This is an optimization exercise on Yosys and OpenROAD, whose aim is small area and few clock cycles per item, not a production implementation.
In this exercise RTL edits were held to simulation tests only and were not proved equivalent to the original.

==> 01-26: inputs <==
==> flow/design.v <==
package fp_pkg;
  typedef enum logic [2:0] {
    ZERO, NORM, INF, QNAN, SNAN
  } fp_cls_e;
  localparam int FLG_NX = 0;
  localparam int FLG_UF = 1;
  localparam int FLG_OF = 2;
  localparam int FLG_NV = 3;
  function automatic logic f_sign(
    input logic [63:0] x, input int exp_w, input int man_w);
    logic [63:0] t;
    t = x >> (exp_w + man_w);
    f_sign = t[0];
  endfunction
  function automatic logic [63:0] f_exp(
    input logic [63:0] x, input int exp_w, input int man_w);
    f_exp = (x >> man_w) & ((64'd1 << exp_w) - 64'd1);
  endfunction
  function automatic logic [63:0] f_man(
    input logic [63:0] x, input int man_w);
    f_man = x & ((64'd1 << man_w) - 64'd1);
  endfunction
  function automatic int f_bias(input int exp_w);
    f_bias = (1 << (exp_w - 1)) - 1;
  endfunction
  function automatic logic [63:0] f_qnan(
    input int exp_w, input int man_w);
    f_qnan = (((64'd1 << exp_w) - 64'd1) << man_w)
      | (64'd1 << (man_w - 1));
  endfunction
  function automatic fp_cls_e f_class(
    input logic [63:0] x, input int exp_w, input int man_w);
    logic [63:0] e, m, t;
    e = (x >> man_w) & ((64'd1 << exp_w) - 64'd1);
    m = x & ((64'd1 << man_w) - 64'd1);
    t = m >> (man_w - 1);
    if (e == 64'd0) f_class = fp_pkg::ZERO;
    else if (e != (64'd1 << exp_w) - 64'd1) f_class = fp_pkg::NORM;
    else if (m == 64'd0) f_class = fp_pkg::INF;
    else f_class = t[0] ? fp_pkg::QNAN : fp_pkg::SNAN;
  endfunction
endpackage
module fp_round_rne #(
  parameter int EXP_W = 8,
  parameter int MAN_W = 23
) (
  input  logic [MAN_W-1:0]        man,
  input  logic                    g,
  input  logic                    s,
  input  logic signed [EXP_W+1:0] exp,
  output logic [MAN_W-1:0]        man_r,
  output logic [EXP_W-1:0]        exp_r,
  output logic                    ovf,
  output logic                    unf,
  output logic                    inx
);
  localparam int EW = EXP_W + 2;
  localparam logic signed [EW-1:0] EMAX =
    EW'((1 << EXP_W) - 1);
  logic                 up;
  logic                 carry;
  logic [MAN_W-1:0]     man_i;
  logic signed [EW-1:0] e_f;
  assign up    = g & (man[0] | s);
  assign carry = up & (&man);
  assign man_i = man + MAN_W'(up);
  assign e_f   = exp + $signed(EW'(carry));
  always_comb begin
    ovf   = !e_f[EW-1] && (e_f >= EMAX);
    unf   = e_f[EW-1] || (e_f == '0);
    inx   = g | s | ovf | unf;
    man_r = man_i;
    exp_r = e_f[EXP_W-1:0];
    if (ovf) begin
      man_r = '0;
      exp_r = '1;
    end else if (unf) begin
      man_r = '0;
      exp_r = '0;
    end
  end
endmodule
module fp_mul_pipe #(
  parameter int EXP_W = 8,
  parameter int MAN_W = 23,
  parameter int TAG_W = 4
) (
  input  logic                           clk,
  input  logic                           rst_n,
  input  logic                           in_valid,
  output logic                           in_ready,
  input  logic [EXP_W+MAN_W:0]           in_a,
  input  logic [EXP_W+MAN_W:0]           in_b,
  input  logic [TAG_W-1:0]               in_tag,
  output logic                           out_valid,
  input  logic                           out_ready,
  output logic [EXP_W+MAN_W:0]           out_y,
  output logic [TAG_W-1:0]               out_tag,
  output logic [3:0]                     out_flags
);
  localparam int W  = 1 + EXP_W + MAN_W;
  localparam int P  = MAN_W + 1;
  localparam int EW = EXP_W + 2;
  localparam logic signed [EW-1:0] BIAS =
    EW'(fp_pkg::f_bias(EXP_W));
  localparam logic [W-1:0] QNAN_W =
    W'(fp_pkg::f_qnan(EXP_W, MAN_W));
  logic adv;
  assign adv = !out_valid | out_ready;
  assign in_ready = adv;
  fp_pkg::fp_cls_e      cls_a, cls_b;
  logic [EXP_W-1:0]     ea, eb;
  logic [P-1:0]         sig_a, sig_b;
  logic                 sgn;
  assign cls_a = fp_pkg::f_class(64'(in_a), EXP_W, MAN_W);
  assign cls_b = fp_pkg::f_class(64'(in_b), EXP_W, MAN_W);
  assign ea    = in_a[W-2:MAN_W];
  assign eb    = in_b[W-2:MAN_W];
  assign sig_a = {1'b1, in_a[MAN_W-1:0]};
  assign sig_b = {1'b1, in_b[MAN_W-1:0]};
  assign sgn   = in_a[W-1] ^ in_b[W-1];
  logic [2*P-1:0]       prod;
  logic [2*P-2:0]       pn;
  logic signed [EW-1:0] exp_n;
  assign prod  = sig_a * sig_b;
  assign pn    = prod[2*P-1] ? prod[2*P-2:0] : {prod[2*P-3:0], 1'b0};
  assign exp_n = $signed({2'b00, ea}) + $signed({2'b00, eb}) - BIAS
               + $signed(EW'(prod[2*P-1]));
  logic [MAN_W-1:0] man_r;
  logic [EXP_W-1:0] exp_r;
  logic             ovf, unf, inx;
  fp_round_rne #(.EXP_W(EXP_W), .MAN_W(MAN_W)) u_round (
    .man   (pn[2*P-2:P]),
    .g     (pn[P-1]),
    .s     (|pn[P-2:0]),
    .exp   (exp_n),
    .man_r (man_r),
    .exp_r (exp_r),
    .ovf   (ovf),
    .unf   (unf),
    .inx   (inx)
  );
  logic             nan_x, inf_x, zero_x, snan_x;
  logic [W-1:0]     y_n;
  logic [3:0]       fl_n;
  always_comb begin
    snan_x = (cls_a == fp_pkg::SNAN) | (cls_b == fp_pkg::SNAN);
    nan_x  = snan_x | (cls_a == fp_pkg::QNAN) | (cls_b == fp_pkg::QNAN);
    inf_x  = (cls_a == fp_pkg::INF) | (cls_b == fp_pkg::INF);
    zero_x = (cls_a == fp_pkg::ZERO) | (cls_b == fp_pkg::ZERO);
    y_n    = {sgn, exp_r, man_r};
    fl_n   = '0;
    fl_n[fp_pkg::FLG_OF] = ovf;
    fl_n[fp_pkg::FLG_UF] = unf;
    fl_n[fp_pkg::FLG_NX] = inx;
    if (nan_x || (inf_x && zero_x)) begin
      y_n  = QNAN_W;
      fl_n = '0;
      fl_n[fp_pkg::FLG_NV] = snan_x | (inf_x & zero_x);
    end else if (inf_x) begin
      y_n  = {sgn, {EXP_W{1'b1}}, {MAN_W{1'b0}}};
      fl_n = '0;
    end else if (zero_x) begin
      y_n  = {sgn, {(W-1){1'b0}}};
      fl_n = '0;
    end
  end
  always_ff @(posedge clk or negedge rst_n) begin
    if (!rst_n) out_valid <= 1'b0;
    else if (adv) out_valid <= in_valid;
  end
  always_ff @(posedge clk) begin
    if (adv) begin
      out_y     <= y_n;
      out_tag   <= in_tag;
      out_flags <= fl_n;
    end
  end
endmodule
==> flow/run.sh <==
#!/bin/bash
# synth_recipe.tcl (not shown) runs the flow's synth.tcl, then flattens the netlist and writes it again
# the make line also repeats each setting of config.mk as NAME=value (left out here)
make -C /OpenROAD-flow-scripts/flow DESIGN_CONFIG=/design/flow/config.mk WORK_HOME=/design/flow/orfs CLKGATE_MAP_FILE= SYNTH_SCRIPT=/design/flow/synth_recipe.tcl finish
==> flow/config.mk <==
export PLATFORM = sky130hd
export DESIGN_NAME = fp_mul_pipe
export DESIGN_NICKNAME = fp_mul_pipe
export VERILOG_FILES = /design/flow/design.v
export SDC_FILE = /design/flow/constraint.sdc
export NUM_CORES = 4
export LEC_CHECK = 0
export CAP_MARGIN = 20
export CORE_MARGIN = 2
export CORE_UTILIZATION = 40
export SLEW_MARGIN = 20
==> flow/constraint.sdc <==
create_clock -name core_clock -period 7.5 [get_ports {clk}]
set_input_delay 1.5000 -clock core_clock [delete_from_list [all_inputs] [get_ports {clk}]]
set_output_delay 1.5000 -clock core_clock [all_outputs]
set_load 0.01 [all_outputs]
==> inputs of 07-01, as changes to 01-26 <==
--- a/flow/design.v
+++ b/flow/design.v
@@ -110,20 +110,101 @@
   assign in_ready = adv;
-  fp_pkg::fp_cls_e      cls_a, cls_b;
+  logic             v0;
+  logic [W-1:0]     a0, b0;
+  logic [TAG_W-1:0] tag0;
+  always_ff @(posedge clk or negedge rst_n) begin
+    if (!rst_n) begin
+      v0 <= 1'b0; a0 <= '0; b0 <= '0; tag0 <= '0;
+    end else if (adv) begin
+      v0   <= in_valid;
+      a0   <= in_a;
+      b0   <= in_b;
+      tag0 <= in_tag;
+    end
+  end
+  fp_pkg::fp_cls_e              cls_a, cls_b;
   logic [EXP_W-1:0]     ea, eb;
   logic [P-1:0]         sig_a, sig_b;
-  logic                 sgn;
-  assign cls_a = fp_pkg::f_class(64'(in_a), EXP_W, MAN_W);
-  assign cls_b = fp_pkg::f_class(64'(in_b), EXP_W, MAN_W);
-  assign ea    = in_a[W-2:MAN_W];
-  assign eb    = in_b[W-2:MAN_W];
-  assign sig_a = {1'b1, in_a[MAN_W-1:0]};
-  assign sig_b = {1'b1, in_b[MAN_W-1:0]};
-  assign sgn   = in_a[W-1] ^ in_b[W-1];
-  logic [2*P-1:0]       prod;
+  logic signed [EW-1:0] exp_s1;
+  logic [2*P-1:0]       prod_s1;
+  assign cls_a  = fp_pkg::f_class(64'(a0), EXP_W, MAN_W);
+  assign cls_b  = fp_pkg::f_class(64'(b0), EXP_W, MAN_W);
+  assign ea     = EXP_W'(fp_pkg::f_exp(64'(a0), EXP_W, MAN_W));
+  assign eb     = EXP_W'(fp_pkg::f_exp(64'(b0), EXP_W, MAN_W));
+  assign sig_a  = {1'b1, MAN_W'(fp_pkg::f_man(64'(a0), MAN_W))};
+  assign sig_b  = {1'b1, MAN_W'(fp_pkg::f_man(64'(b0), MAN_W))};
+  assign exp_s1 = $signed({2'b00, ea})
+                + $signed({2'b00, eb}) - BIAS;
+  assign prod_s1 = (2*P)'(sig_a) * (2*P)'(sig_b);
+  logic                 v1, sgn1;
+  logic [TAG_W-1:0]     tag1;
+  fp_pkg::fp_cls_e              cls_a1, cls_b1;
+  logic signed [EW-1:0] exp1;
+  logic [2*P-1:0]       prod1;
+  always_ff @(posedge clk or negedge rst_n) begin
+    if (!rst_n) begin
+      v1 <= 1'b0; sgn1 <= 1'b0; tag1 <= '0;
+      cls_a1 <= fp_pkg::ZERO; cls_b1 <= fp_pkg::ZERO;
+      exp1 <= '0; prod1 <= '0;
+    end else if (adv) begin
+      v1     <= v0;
+      tag1   <= tag0;
+      sgn1   <= fp_pkg::f_sign(64'(a0), EXP_W, MAN_W)
+              ^ fp_pkg::f_sign(64'(b0), EXP_W, MAN_W);
+      cls_a1 <= cls_a;
+      cls_b1 <= cls_b;
+      exp1   <= exp_s1;
+      prod1  <= prod_s1;
+    end
+  end
   logic [2*P-2:0]       pn;
-  logic signed [EW-1:0] exp_n;
-  assign prod  = sig_a * sig_b;
-  assign pn    = prod[2*P-1] ? prod[2*P-2:0] : {prod[2*P-3:0], 1'b0};
-  assign exp_n = $signed({2'b00, ea}) + $signed({2'b00, eb}) - BIAS
-               + $signed(EW'(prod[2*P-1]));
+  logic signed [EW-1:0] exp_s2;
+  logic                 nan_x, inf_x, zero_x, snan_x;
+  logic                 spec_s2, nv_s2;
+  logic [W-1:0]         spy_s2;
+  assign pn = prod1[2*P-1] ? prod1[2*P-2:0]
+                           : {prod1[2*P-3:0], 1'b0};
+  assign exp_s2 = exp1 + $signed(EW'(prod1[2*P-1]));
+  always_comb begin
+    snan_x  = (cls_a1 == fp_pkg::SNAN) | (cls_b1 == fp_pkg::SNAN);
+    nan_x   = snan_x | (cls_a1 == fp_pkg::QNAN) | (cls_b1 == fp_pkg::QNAN);
+    inf_x   = (cls_a1 == fp_pkg::INF) | (cls_b1 == fp_pkg::INF);
+    zero_x  = (cls_a1 == fp_pkg::ZERO) | (cls_b1 == fp_pkg::ZERO);
+    spec_s2 = 1'b0;
+    nv_s2   = 1'b0;
+    spy_s2  = '0;
+    if (nan_x || (inf_x && zero_x)) begin
+      spec_s2 = 1'b1;
+      spy_s2  = QNAN_W;
+      nv_s2   = snan_x | (inf_x & zero_x);
+    end else if (inf_x) begin
+      spec_s2 = 1'b1;
+      spy_s2  = {sgn1, {EXP_W{1'b1}}, {MAN_W{1'b0}}};
+    end else if (zero_x) begin
+      spec_s2 = 1'b1;
+      spy_s2  = {sgn1, {(W-1){1'b0}}};
+    end
+  end
+  logic                 v2, sgn2, spec2, nv2, g2, s2;
+  logic [TAG_W-1:0]     tag2;
+  logic [W-1:0]         spy2;
+  logic [MAN_W-1:0]     man2;
+  logic signed [EW-1:0] exp2;
+  always_ff @(posedge clk or negedge rst_n) begin
+    if (!rst_n) begin
+      v2 <= 1'b0; sgn2 <= 1'b0; spec2 <= 1'b0;
+      nv2 <= 1'b0; g2 <= 1'b0; s2 <= 1'b0;
+      tag2 <= '0; spy2 <= '0; man2 <= '0; exp2 <= '0;
+    end else if (adv) begin
+      v2    <= v1;
+      tag2  <= tag1;
+      sgn2  <= sgn1;
+      spec2 <= spec_s2;
+      nv2   <= nv_s2;
+      spy2  <= spy_s2;
+      man2  <= pn[2*P-2:P];
+      g2    <= pn[P-1];
+      s2    <= |pn[P-2:0];
+      exp2  <= exp_s2;
+    end
+  end
   logic [MAN_W-1:0] man_r;
@@ -131,7 +212,9 @@
   logic             ovf, unf, inx;
+  logic [W-1:0]     y_s3;
+  logic [3:0]       fl_s3;
   fp_round_rne #(.EXP_W(EXP_W), .MAN_W(MAN_W)) u_round (
-    .man   (pn[2*P-2:P]),
-    .g     (pn[P-1]),
-    .s     (|pn[P-2:0]),
-    .exp   (exp_n),
+    .man   (man2),
+    .g     (g2),
+    .s     (s2),
+    .exp   (exp2),
     .man_r (man_r),
@@ -142,36 +225,25 @@
   );
-  logic             nan_x, inf_x, zero_x, snan_x;
-  logic [W-1:0]     y_n;
-  logic [3:0]       fl_n;
   always_comb begin
-    snan_x = (cls_a == fp_pkg::SNAN) | (cls_b == fp_pkg::SNAN);
-    nan_x  = snan_x | (cls_a == fp_pkg::QNAN) | (cls_b == fp_pkg::QNAN);
-    inf_x  = (cls_a == fp_pkg::INF) | (cls_b == fp_pkg::INF);
-    zero_x = (cls_a == fp_pkg::ZERO) | (cls_b == fp_pkg::ZERO);
-    y_n    = {sgn, exp_r, man_r};
-    fl_n   = '0;
-    fl_n[fp_pkg::FLG_OF] = ovf;
-    fl_n[fp_pkg::FLG_UF] = unf;
-    fl_n[fp_pkg::FLG_NX] = inx;
-    if (nan_x || (inf_x && zero_x)) begin
-      y_n  = QNAN_W;
-      fl_n = '0;
-      fl_n[fp_pkg::FLG_NV] = snan_x | (inf_x & zero_x);
-    end else if (inf_x) begin
-      y_n  = {sgn, {EXP_W{1'b1}}, {MAN_W{1'b0}}};
-      fl_n = '0;
-    end else if (zero_x) begin
-      y_n  = {sgn, {(W-1){1'b0}}};
-      fl_n = '0;
-    end
-  end
-  always_ff @(posedge clk or negedge rst_n) begin
-    if (!rst_n) out_valid <= 1'b0;
-    else if (adv) out_valid <= in_valid;
-  end
-  always_ff @(posedge clk) begin
-    if (adv) begin
-      out_y     <= y_n;
-      out_tag   <= in_tag;
-      out_flags <= fl_n;
+    y_s3  = {sgn2, exp_r, man_r};
+    fl_s3 = '0;
+    if (spec2) begin
+      y_s3 = spy2;
+      fl_s3[fp_pkg::FLG_NV] = nv2;
+    end else begin
+      fl_s3[fp_pkg::FLG_OF] = ovf;
+      fl_s3[fp_pkg::FLG_UF] = unf;
+      fl_s3[fp_pkg::FLG_NX] = inx;
+    end
+  end
+  always_ff @(posedge clk or negedge rst_n) begin
+    if (!rst_n) begin
+      out_valid <= 1'b0;
+      out_y     <= '0;
+      out_tag   <= '0;
+      out_flags <= '0;
+    end else if (adv) begin
+      out_valid <= v2;
+      out_y     <= v2 ? y_s3 : '0;
+      out_tag   <= v2 ? tag2 : '0;
+      out_flags <= v2 ? fl_s3 : '0;
     end
==> notes <==
01-26 finished with negative setup slack left. 07-01 ran to the end with no violations.
Between 07-01 and 01-26, the lower cell area is in 01-26 (gap 4.1%, measured against 01-26).
Register-to-register slack: 01-26 is higher than 07-01 (5700 ps).
Synthesized area: 07-01 is higher than 01-26 (about 28%).
Between 07-01 and 01-26, the lower critical path depth is in 07-01 (gap 19).
Against 07-01, the utilization of 01-26 is higher by 11 points.
In routed wire length, 01-26 and 07-01 hardly differ.
Of 07-01 and 01-26, 01-26 has the higher first-iteration DRC count (gap about 15%, measured against 01-26).
Between 01-26 and 07-01, the lower fmax is in 01-26 (gap 36%, measured against 07-01).
Between 07-01 and 01-26, the lower clock skew is in 01-26 (gap 43 ps).
In 01-26 the global-route usage is higher than in 07-01, by 6.5 points.
Testbench counts of 01-26, summed over its fixed seeds: cycles 24,008, items 24,000.
Testbench counts of 07-01, summed over its fixed seeds: cycles 24,032, items 24,000.

## re-timing with driven ports
How much do the figures lean on ideal ports? The routed layouts below were timed once more, with nothing changed but the port constraints.
Step 1 sets driving cells, clkbuf_16 on the clock port and buf_2 on the other inputs (assumed; they add their load-dependent delay and slew).
Step 2 also shifts input and output timing later by t, the mid clock arrival at the registers, as if the neighbouring blocks saw the same clock.
a / b / c = ideal / step 1 / step 2; a / b = the first two.
run	shift t [ns]	slack for setup (ns)	clock arrival spread, ns	worst data-port slew with drivers (ns)	cell pins on the clock port's net
01-26	0.323	-3.670 / -3.655 / -3.978	0.008 / 0.008	0.10	1
07-01	0.623	0.306 / 0.306 / 0.306	0.050 / 0.051	0.08	1
The setup slack of 01-26, which loses most, moves by +0.015 ns with the drivers and by -0.308 ns with both steps.
